From an optimization exercise on the open Yosys and OpenROAD flow, aimed at small area; shortcuts taken in it are not production practice. In this exercise RTL edits were held to simulation tests only and were not proved equivalent to the original. Power is estimated from default activity; no workload was simulated.

## JK
==> flow/design.v <==
package mem_responder_pkg;
  typedef enum logic [1:0] {
    ST_CLEAR = 2'd0,
    ST_LOAD  = 2'd1,
    ST_RUN   = 2'd2
  } state_e;
  localparam logic [7:0] DEF_INIT_VAL = 8'h00;
  localparam logic [7:0] DEF_NOP_VAL  = 8'h00;
endpackage
module mem_bit_next (
  input  logic q,
  input  logic we,
  input  logic we_n,
  input  logic wd,
  output logic d
);
  assign d = ~((q | we) & (wd | we_n));
endmodule
module mem_sel_dec (
  input  logic hi,
  input  logic lo,
  output logic sel_n
);
  assign sel_n = ~(hi & lo);
endmodule
module mem_rd_pair (
  input  logic q0,
  input  logic sel0_n,
  input  logic q1,
  input  logic sel1_n,
  output logic y
);
  assign y = ~((q0 | sel0_n) & (q1 | sel1_n));
endmodule
module mem_nor2 (
  input  logic [1:0] a,
  output logic       y
);
  assign y = ~|a;
endmodule
module mem_or16 (
  input  logic [15:0] a,
  output logic        y
);
  assign y = |a;
endmodule
module mem_or8 (
  input  logic [7:0] a,
  output logic       y
);
  assign y = |a;
endmodule
module mem_predec #(
  parameter int W = 4
) (
  input  logic           en,
  input  logic [W-1:0]   a,
  output logic [2**W-1:0] y
);
  always_comb begin
    for (int i = 0; i < 2**W; i++) begin
      y[i] = en && (a == W'(i));
    end
  end
endmodule
module mem_dec #(
  parameter int ADDR_W = 8,
  parameter int DEPTH  = 256
) (
  input  logic              en_i,
  input  logic [ADDR_W-1:0] addr_i,
  output logic [DEPTH-1:0]  sel_n_o
);
  localparam int LW = ADDR_W / 2;
  localparam int HW = ADDR_W - LW;
  logic [2**HW-1:0] hi;
  logic [2**LW-1:0] lo;
  mem_predec #(.W(HW)) u_hi (.en(en_i), .a(addr_i[ADDR_W-1:LW]), .y(hi));
  mem_predec #(.W(LW)) u_lo (.en(1'b1), .a(addr_i[LW-1:0]),      .y(lo));
  for (genvar w = 0; w < DEPTH; w++) begin : g_sel
    mem_sel_dec u_dec (.hi(hi[w >> LW]), .lo(lo[w % (2**LW)]), .sel_n(sel_n_o[w]));
  end
endmodule
module mem_rd_tree #(
  parameter int DATA_W = 8,
  parameter int DEPTH  = 256
) (
  input  logic [DEPTH-1:0]         sel_n_i,
  input  logic [DEPTH*DATA_W-1:0]  q_i,       
  output logic [DATA_W-1:0]        hit_o
);
  localparam int NP = DEPTH / 2;    
  localparam int N1 = NP / 16;      
  for (genvar b = 0; b < DATA_W; b++) begin : g_bit
    logic [NP-1:0] l0;
    logic [N1-1:0] l1;
    for (genvar p = 0; p < NP; p++) begin : g_leaf
      mem_rd_pair u_leaf (
        .q0     (q_i[(2*p)*DATA_W+b]),
        .sel0_n (sel_n_i[2*p]),
        .q1     (q_i[(2*p+1)*DATA_W+b]),
        .sel1_n (sel_n_i[2*p+1]),
        .y      (l0[p])
      );
    end
    for (genvar i = 0; i < N1; i++) begin : g_l1
      mem_or16 u_g (.a(l0[16*i+15:16*i]), .y(l1[i]));
    end
    mem_or8 u_out (.a(l1), .y(hit_o[b]));
  end
endmodule
module mem_array_2r1w #(
  parameter int ADDR_W = 8,
  parameter int DATA_W = 8,
  parameter int DEPTH  = 256
) (
  input  logic              clk,
  input  logic              rst,
  input  logic              we_i,
  input  logic [ADDR_W-1:0] waddr_i,
  input  logic [DATA_W-1:0] wdata_i,
  input  logic              ren_i,
  input  logic [ADDR_W-1:0] raddr_a_i,
  output logic [DATA_W-1:0] rdata_a_o,
  output logic [DATA_W-1:0] rdata_b_o    
);
  logic                    phase_q;
  logic [DEPTH*DATA_W-1:0] mem_q, mem_d;
  logic [DEPTH-1:0]        wsel_n, rsel_a_n;
  logic [DEPTH-1:0]        we;
  logic                    we_i_n;
  logic [DATA_W-1:0]       wd;
  logic [DATA_W-1:0]       hit_a, hit_b;
  logic                    rflip;
  always_ff @(posedge clk) begin
    if (!rst) phase_q <= 1'b0;
    else      phase_q <= ~phase_q;
  end
  assign wd     = we_i ? (wdata_i ^ {DATA_W{phase_q}}) : {DATA_W{1'b1}};
  assign we_i_n = ~we_i;
  mem_dec #(.ADDR_W(ADDR_W), .DEPTH(DEPTH)) u_wdec (
    .en_i (1'b1), .addr_i (waddr_i), .sel_n_o (wsel_n)
  );
  for (genvar w = 0; w < DEPTH; w++) begin : g_word
    mem_nor2 u_we (.a({wsel_n[w], we_i_n}), .y(we[w]));
    for (genvar b = 0; b < DATA_W; b++) begin : g_bit
      mem_bit_next u_next (
        .q    (mem_q[w*DATA_W+b]),
        .we   (we[w]),
        .we_n (wsel_n[w]),
        .wd   (wd[b]),
        .d    (mem_d[w*DATA_W+b])
      );
    end
  end
  always_ff @(posedge clk) begin
    mem_q <= mem_d;
  end
  mem_dec #(.ADDR_W(ADDR_W), .DEPTH(DEPTH)) u_rdec_a (
    .en_i (ren_i), .addr_i (raddr_a_i), .sel_n_o (rsel_a_n)
  );
  mem_rd_tree #(.DATA_W(DATA_W), .DEPTH(DEPTH)) u_rd_a (
    .sel_n_i (rsel_a_n), .q_i (mem_q), .hit_o (hit_a)
  );
  mem_rd_tree #(.DATA_W(DATA_W), .DEPTH(DEPTH)) u_rd_b (
    .sel_n_i (wsel_n), .q_i (mem_q), .hit_o (hit_b)
  );
  assign rflip     = phase_q | ~ren_i;
  assign rdata_a_o = ~(hit_a ^ {DATA_W{rflip}});
  assign rdata_b_o = ~(hit_b ^ {DATA_W{phase_q}}) & {DATA_W{ren_i}};
endmodule
module mem_responder #(
  parameter int                ADDR_W   = 8,
  parameter int                DATA_W   = 8,
  parameter int                DEPTH    = 256,
  parameter logic [DATA_W-1:0] INIT_VAL = DATA_W'(mem_responder_pkg::DEF_INIT_VAL),
  parameter logic [DATA_W-1:0] NOP_VAL  = DATA_W'(mem_responder_pkg::DEF_NOP_VAL)
) (
  input  logic              clk,
  input  logic              rst,
  input  logic [ADDR_W-1:0] addr_a,
  output logic [DATA_W-1:0] instr_out,
  input  logic [ADDR_W-1:0] addr_b,
  input  logic              we_b,
  input  logic [DATA_W-1:0] write_data_b,
  output logic [DATA_W-1:0] data_out_b,
  input  logic              load_en,
  input  logic              load_valid,
  input  logic [DATA_W-1:0] load_data,
  input  logic              load_last,
  output logic              load_ready,
  output logic              mem_ready,
  output logic [ADDR_W:0]   load_count
);
  localparam logic [ADDR_W-1:0] LAST_ADDR = ADDR_W'(DEPTH - 1);
  mem_responder_pkg::state_e            state_q, state_d;
  logic [ADDR_W-1:0] ptr_q, ptr_d;
  logic              full_q, full_d;
  logic              wr_en;
  logic [ADDR_W-1:0] wr_addr;
  logic [DATA_W-1:0] wr_data;
  logic [DATA_W-1:0] rd_a, rd_b;
  always_comb begin
    state_d = state_q;
    ptr_d   = ptr_q;
    full_d  = full_q;
    wr_en   = 1'b0;
    wr_addr = ptr_q;
    wr_data = INIT_VAL;
    case (state_q)
      mem_responder_pkg::ST_CLEAR: begin
        wr_en = 1'b1;
        ptr_d = ptr_q + 1'b1;
        if (ptr_q == LAST_ADDR) begin
          state_d = load_en ? mem_responder_pkg::ST_LOAD : mem_responder_pkg::ST_RUN;
        end
      end
      mem_responder_pkg::ST_LOAD: begin
        if (load_valid) begin
          wr_en   = 1'b1;
          wr_data = load_data;
          ptr_d   = ptr_q + 1'b1;
          if (ptr_q == LAST_ADDR) begin
            full_d = 1'b1;
          end
          if (load_last || ptr_q == LAST_ADDR) begin
            state_d = mem_responder_pkg::ST_RUN;
          end
        end
      end
      mem_responder_pkg::ST_RUN: begin
        wr_en   = we_b;
        wr_addr = addr_b;
        wr_data = write_data_b;
      end
      default: begin
        state_d = mem_responder_pkg::ST_CLEAR;
        ptr_d   = '0;
      end
    endcase
  end
  always_ff @(posedge clk) begin
    if (!rst) begin
      state_q <= mem_responder_pkg::ST_CLEAR;
      ptr_q   <= '0;
      full_q  <= 1'b0;
    end else begin
      state_q <= state_d;
      ptr_q   <= ptr_d;
      full_q  <= full_d;
    end
  end
  assign mem_ready  = (state_q == mem_responder_pkg::ST_RUN);
  assign load_ready = (state_q == mem_responder_pkg::ST_LOAD);
  assign load_count = {full_q, (state_q == mem_responder_pkg::ST_CLEAR) ? {ADDR_W{1'b0}} : ptr_q};
  mem_array_2r1w #(
    .ADDR_W (ADDR_W),
    .DATA_W (DATA_W),
    .DEPTH  (DEPTH)
  ) u_mem (
    .clk       (clk),
    .rst       (rst),
    .we_i      (wr_en),
    .waddr_i   (wr_addr),
    .wdata_i   (wr_data),
    .ren_i     (mem_ready),
    .raddr_a_i (addr_a),
    .rdata_a_o (rd_a),
    .rdata_b_o (rd_b)
  );
  assign instr_out  = rd_a | (mem_ready ? {DATA_W{1'b0}} : NOP_VAL);
  assign data_out_b = rd_b;
endmodule
clock: 11.0 ns
lec_check: 0
cap_margin: 20
core_margin: 2
core_utilization: 45
slew_margin: 20
synth_hierarchical: 1
synth_minimum_keep_size: 0
standard.sh (not shown) runs the stock make flow with config.mk's settings and CLKGATE_MAP_FILE= SYNTH_SCRIPT=/design/flow/synth_recipe.tcl, a recipe that flattens the netlist after the stock synthesis.
==> flow/flow/run.sh <==
#!/bin/bash
# Own layout flow: the standard flow (standard.sh: the standard synthesis,
# floorplan, placement, CTS, routing) with two knobs changed:
#  - clock tree synthesis without dummy load cells, with small clock buffers
#    and larger sink clusters;
#  - the port buffers use the smallest buffer cell.
# Each tool's full output stays in orfs/logs; make's own output goes to
# standard.log in this folder.
set -euo pipefail
export CTS_ARGS="-sink_clustering_enable -repair_clock_nets -dont_use_dummy_load -buf_list sky130_fd_sc_hd__clkbuf_8 -root_buf sky130_fd_sc_hd__clkbuf_16 -sink_clustering_buffer sky130_fd_sc_hd__clkbuf_8 -sink_clustering_size 16 -sink_clustering_max_diameter 70"
export BUFFER_PORTS_ARGS="-buffer_cell sky130_fd_sc_hd__buf_1"
bash standard.sh > standard.log 2>&1
What MS does differently from JK at the input level:
- GPL_TIMING_DRIVEN now 0, previously not set
- CAP_MARGIN now 30, was 20
- CORE_UTILIZATION now 52, was 45
- SLEW_MARGIN now 30, was 20
diff --git a/flow/flow/run.sh b/flow/flow/run.sh
--- a/flow/flow/run.sh
+++ b/flow/flow/run.sh
@@ -8,5 +8,5 @@
 # standard.log in this folder.
 set -euo pipefail
-export CTS_ARGS="-sink_clustering_enable -repair_clock_nets -dont_use_dummy_load -buf_list sky130_fd_sc_hd__clkbuf_8 -root_buf sky130_fd_sc_hd__clkbuf_16 -sink_clustering_buffer sky130_fd_sc_hd__clkbuf_8 -sink_clustering_size 16 -sink_clustering_max_diameter 70"
+export CTS_ARGS="-sink_clustering_enable -repair_clock_nets -dont_use_dummy_load -buf_list sky130_fd_sc_hd__clkbuf_16 -root_buf sky130_fd_sc_hd__clkbuf_16 -sink_clustering_buffer sky130_fd_sc_hd__clkbuf_8 -sink_clustering_size 16 -sink_clustering_max_diameter 70"
 export BUFFER_PORTS_ARGS="-buffer_cell sky130_fd_sc_hd__buf_1"
 bash standard.sh > standard.log 2>&1
Notes after the runs:
Compared with JK, MS shows sum of internal, switching and leakage power higher by 1.2%.
Wire length the detailed router placed on met1 is lower on MS
Cell area | MS vs JK | MS larger
Compared with JK, number of nets at the end of the flow in MS increased slightly.
The inputs of AL differ from those of MS as listed below.
- a deleted GPL_TIMING_DRIVEN that had been 0
- a change of CORE_UTILIZATION from 52 to 45
diff --git a/flow/flow/run.sh b/flow/flow/run.sh
--- a/flow/flow/run.sh
+++ b/flow/flow/run.sh
@@ -8,5 +8,5 @@
 # standard.log in this folder.
 set -euo pipefail
-export CTS_ARGS="-sink_clustering_enable -repair_clock_nets -dont_use_dummy_load -buf_list sky130_fd_sc_hd__clkbuf_16 -root_buf sky130_fd_sc_hd__clkbuf_16 -sink_clustering_buffer sky130_fd_sc_hd__clkbuf_8 -sink_clustering_size 16 -sink_clustering_max_diameter 70"
+export CTS_ARGS="-sink_clustering_enable -repair_clock_nets -dont_use_dummy_load -buf_list sky130_fd_sc_hd__clkbuf_16 -root_buf sky130_fd_sc_hd__clkbuf_16 -sink_clustering_buffer sky130_fd_sc_hd__clkbuf_16 -sink_clustering_size 30 -sink_clustering_max_diameter 55"
 export BUFFER_PORTS_ARGS="-buffer_cell sky130_fd_sc_hd__buf_1"
 bash standard.sh > standard.log 2>&1
==> notes.md <==
MS reached the final stage; the timing, DRC and antenna checks on its layout passed.
AL reached the end of the flow, and the finished layout is clean on the timing, DRC and antenna checks.
Summary of AL over MS: total power increased about 12%, number of buffers and inverters on the critical path decreased 4, worst-case reg-to-reg path depth decreased 6, via count essentially unchanged.
Compared with MS, AL shows clock-buffer cell count higher by 12.

-- re-timing with driven ports --
How much do the figures lean on ideal ports? The routed layouts below were timed once more, with nothing changed but the port constraints.
Step 1, drivers: a clkbuf_16 drives clk and a buf_2 each remaining input, both assumed.
Step 2, shift: input delay + t, output delay - t, t = (earliest + latest rising clock arrival at the registers) / 2. This alone moves slack from input paths to output paths.
a / b / c = ideal / step 1 / step 2; a / b = the first two.
run | t (ns) | setup WS [ns] | latest minus earliest clock arrival (ns) | slew at the worst register clock pin (ns)
JK | 0.879 | 1.087 / 1.016 / 1.058 | 0.084 / 0.084 | 0.12 / 0.12
MS | 0.843 | 0.890 / 0.809 / 0.975 | 0.059 / 0.059 | 0.12 / 0.12
AL | 0.889 | 1.086 / 1.033 / 1.062 | 0.077 / 0.077 | 0.10 / 0.10
After both steps setup and hold are still met in every run listed. For JK, which loses most, drivers alone change the setup slack by -0.071 ns; drivers and shift together by -0.029 ns.
